Source: an optimization exercise on an open RTL-to-GDS flow (aim: a short achievable clock period and few clock cycles). Production flows keep margins and buffers that such runs may drop.
In this exercise RTL edits were held to simulation tests only and were not proved equivalent to the original.
Power and IR drop assume default switching activity.

Setup of the baseline:
==> flow/design.v <==
`default_nettype none
module fetch_unit (
  input  logic                   clk,
  input  logic                   reset,
  input  logic                   halt,
  input  logic                   prog_we,
  input  logic [8-1:0] prog_addr,
  input  logic [8-1:0] prog_data,
  output logic                   fetch_valid,
  output logic [8-1:0] fetch_byte,
  output logic [8-1:0] pc
);
  logic [8-1:0] prog_mem [256];
  always_ff @(posedge clk) begin
    if (prog_we) begin
      prog_mem[prog_addr] <= prog_data;
    end
  end
  always_ff @(posedge clk) begin
    fetch_byte <= prog_mem[pc];
  end
  always_ff @(posedge clk) begin
    if (reset) begin
      pc          <= '0;
      fetch_valid <= 1'b0;
    end else begin
      fetch_valid <= 1'b1;
      if (!halt) begin
        pc <= pc + 1'b1;
      end
    end
  end
endmodule
`default_nettype wire
`default_nettype none
module instr_decoder (
  input  logic                     clk,
  input  logic                     reset,
  input  logic                     fetch_valid,
  input  logic [8-1:0]   fetch_byte,
  output logic                     dec_valid,
  output logic [4-1:0]     dec_opcode,
  output logic [2-1:0] dec_dst,
  output logic [2-1:0] dec_src,
  output logic [8-1:0]   dec_constant
);
  localparam logic EXPECT_OPCODE   = 1'b0;
  localparam logic EXPECT_CONSTANT = 1'b1;
  logic                 state;
  logic [4-1:0] byte_opcode;
  logic                 byte_is_ldi;
  logic [4-1:0] byte_legal_opcode;
  assign byte_opcode = fetch_byte[7:4];
  assign byte_is_ldi = (byte_opcode == 4'd1);
  always_comb begin
    case (byte_opcode)
      4'd1, 4'd2, 4'd3, 4'd4, 4'd5,
      4'd6, 4'd7, 4'd8, 4'd15: begin
        byte_legal_opcode = byte_opcode;
      end
      default: begin
        byte_legal_opcode = 4'd0;
      end
    endcase
  end
  always_ff @(posedge clk) begin
    if (reset) begin
      state     <= EXPECT_OPCODE;
      dec_valid <= 1'b0;
    end else begin
      dec_valid <= 1'b0;
      if (fetch_valid) begin
        if (state == EXPECT_OPCODE) begin
          if (byte_is_ldi) begin
            state <= EXPECT_CONSTANT;
          end else begin
            dec_valid <= 1'b1;
          end
        end else begin
          state     <= EXPECT_OPCODE;
          dec_valid <= 1'b1;
        end
      end
    end
  end
  always_ff @(posedge clk) begin
    if (fetch_valid) begin
      if (state == EXPECT_OPCODE) begin
        dec_opcode <= byte_legal_opcode;
        dec_dst    <= fetch_byte[3:2];
        dec_src    <= fetch_byte[1:0];
      end else begin
        dec_constant <= fetch_byte;
      end
    end
  end
endmodule
`default_nettype wire
`default_nettype none
module execute_unit (
  input  logic                      clk,
  input  logic                      reset,
  input  logic                      dec_valid,
  input  logic [4-1:0]      dec_opcode,
  input  logic [2-1:0] dec_dst,
  input  logic [2-1:0] dec_src,
  input  logic [8-1:0]    dec_constant,
  output logic [2:0]                flags,
  output logic [8-1:0]    reg_a,
  output logic [8-1:0]    reg_b,
  output logic [8-1:0]    reg_c,
  output logic [8-1:0]    reg_d
);
  localparam int NUM_REGS = 1 << 2;
  logic [8-1:0] regs [NUM_REGS];
  logic                   flag_halt;
  logic                   flag_negative;
  logic                   flag_carry;
  logic [8-1:0] lhs;
  logic [8-1:0] rhs;
  logic [8:0]   alu_wide;
  logic [8-1:0] alu_result;
  logic                   alu_carry;
  logic                   is_alu_op;
  assign lhs = regs[dec_dst];
  assign rhs = regs[dec_src];
  always_comb begin
    alu_wide  = '0;
    is_alu_op = 1'b1;
    case (dec_opcode)
      4'd3: alu_wide = {1'b0, lhs} + {1'b0, rhs};
      4'd4: begin
        alu_wide = {1'b0, lhs} + {1'b0, rhs} + {{8{1'b0}}, flag_carry};
      end
      4'd5: alu_wide = {1'b0, lhs} - {1'b0, rhs};
      4'd6: alu_wide = {1'b0, lhs & rhs};
      4'd7:  alu_wide = {1'b0, lhs | rhs};
      4'd8: alu_wide = {1'b0, lhs ^ rhs};
      default:     is_alu_op = 1'b0;
    endcase
  end
  assign alu_result = alu_wide[8-1:0];
  assign alu_carry  = alu_wide[8];
  always_ff @(posedge clk) begin
    if (reset) begin
      for (int i = 0; i < NUM_REGS; i++) begin
        regs[i] <= '0;
      end
      flag_halt     <= 1'b0;
      flag_negative <= 1'b0;
      flag_carry    <= 1'b0;
    end else if (dec_valid && !flag_halt) begin
      case (dec_opcode)
        4'd1: regs[dec_dst] <= dec_constant;
        4'd2: regs[dec_dst] <= rhs;
        4'd15: flag_halt <= 1'b1;
        default: begin
          if (is_alu_op) begin
            regs[dec_dst] <= alu_result;
            flag_carry    <= alu_carry;
            flag_negative <= alu_result[8-1];
          end
        end
      endcase
    end
  end
  assign flags = {flag_halt, flag_negative, flag_carry};
  assign reg_a = regs[0];
  assign reg_b = regs[1];
  assign reg_c = regs[2];
  assign reg_d = regs[3];
endmodule
`default_nettype wire
`default_nettype none
module cpu_top (
  input  logic                   clk,
  input  logic                   reset,
  input  logic                   prog_we,
  input  logic [8-1:0] prog_addr,
  input  logic [8-1:0] prog_data,
  output logic [8-1:0] reg_a,
  output logic [8-1:0] reg_b,
  output logic [8-1:0] reg_c,
  output logic [8-1:0] reg_d,
  output logic [2:0]             flags,
  output logic [8-1:0] pc,
  output logic                   halt
);
  logic                      fetch_valid;
  logic [8-1:0]    fetch_byte;
  logic                      dec_valid;
  logic [4-1:0]      dec_opcode;
  logic [2-1:0] dec_dst;
  logic [2-1:0] dec_src;
  logic [8-1:0]    dec_constant;
  fetch_unit u_fetch (
    .clk         (clk),
    .reset       (reset),
    .halt        (flags[2]),
    .prog_we     (prog_we),
    .prog_addr   (prog_addr),
    .prog_data   (prog_data),
    .fetch_valid (fetch_valid),
    .fetch_byte  (fetch_byte),
    .pc          (pc)
  );
  instr_decoder u_decoder (
    .clk          (clk),
    .reset        (reset),
    .fetch_valid  (fetch_valid),
    .fetch_byte   (fetch_byte),
    .dec_valid    (dec_valid),
    .dec_opcode   (dec_opcode),
    .dec_dst      (dec_dst),
    .dec_src      (dec_src),
    .dec_constant (dec_constant)
  );
  execute_unit u_execute (
    .clk          (clk),
    .reset        (reset),
    .dec_valid    (dec_valid),
    .dec_opcode   (dec_opcode),
    .dec_dst      (dec_dst),
    .dec_src      (dec_src),
    .dec_constant (dec_constant),
    .flags        (flags),
    .reg_a        (reg_a),
    .reg_b        (reg_b),
    .reg_c        (reg_c),
    .reg_d        (reg_d)
  );
  assign halt = flags[2];
endmodule
`default_nettype wire
==> flow/config.mk <==
export PLATFORM = sky130hd
export DESIGN_NAME = cpu_top
export DESIGN_NICKNAME = cpu_top
export VERILOG_FILES = /design/flow/design.v
export SDC_FILE = /design/flow/constraint.sdc
export NUM_CORES = 4
export LEC_CHECK = 0
export ABC_AREA = 1
export ABC_CLOCK_PERIOD_IN_PS = 1500
export CAP_MARGIN = 20
export CORE_MARGIN = 2
export CORE_UTILIZATION = 45
export PLACE_DENSITY = 0.65
export SETUP_SLACK_MARGIN = 2.0
export SLEW_MARGIN = 20
==> flow/constraint.sdc <==
create_clock -name core_clock -period 4.5 [get_ports {clk}]
set_input_delay 0.9000 -clock core_clock [delete_from_list [all_inputs] [get_ports {clk}]]
set_output_delay 0.9000 -clock core_clock [all_outputs]
set_load 0.01 [all_outputs]
run.sh (not shown) runs the stock make flow with config.mk's settings and CLKGATE_MAP_FILE= SYNTH_SCRIPT=/design/flow/synth_recipe.tcl, a recipe that flattens the netlist after the stock synthesis.
Testbench counts of the baseline, summed over its fixed seeds: cycles 24,235.
Changes in the candidate relative to the baseline:
-- flow/config.mk --
<<< the baseline, line 9
export ABC_CLOCK_PERIOD_IN_PS = 1500
>>> the candidate, line 9
export ABC_CLOCK_PERIOD_IN_PS = 2000
<<< the baseline, line 12
export CORE_UTILIZATION = 45
export PLACE_DENSITY = 0.65
export SETUP_SLACK_MARGIN = 2.0
>>> the candidate, line 12
export CORE_UTILIZATION = 40
export SETUP_SLACK_MARGIN = 1.0
u_execute.regs[2][7] as the capturing instance or port of the critical path was reported by the candidate, and u_execute.regs[0][6] by the baseline. Taking the baseline as the reference point, the met3 demand-to-capacity share in global routing of the candidate falls by 1.6 points. As far as xor and xnor fraction of the mapped netlist area goes, the candidate and the baseline are indistinguishable; the numbers are identical. Data required time at the worst endpoint down 0.03 ns in the candidate wrt the baseline. As of the candidate, post-layout total power had fallen slightly compared to the baseline.

static timing again, ports no longer ideal:
Ports are ideal in the flow. The routed layouts listed here were re-timed in OpenROAD.
Step 1 assumes that a clkbuf_16 drives the clock port and a buf_2 every other input.
Step 2, shift: input delay + t, output delay - t, t = (earliest + latest rising clock arrival at the registers) / 2. This alone moves slack from input paths to output paths.
Three values: ideal ports, drivers, drivers and shift; two values: the first two.
run	shift t [ns]	setup WS [ns]	worst setup path after step 2	latest minus earliest clock arrival (ns)
the baseline	0.941	1.566 / 1.566 / 0.931	input to register	0.069 / 0.069
the candidate	0.926	1.052 / 1.026 / 0.593	input to register	0.038 / 0.038
After both steps every run listed still meets setup and hold. The setup slack of the baseline, which loses most, moves by 0.000 ns with the drivers and by -0.635 ns with both steps.
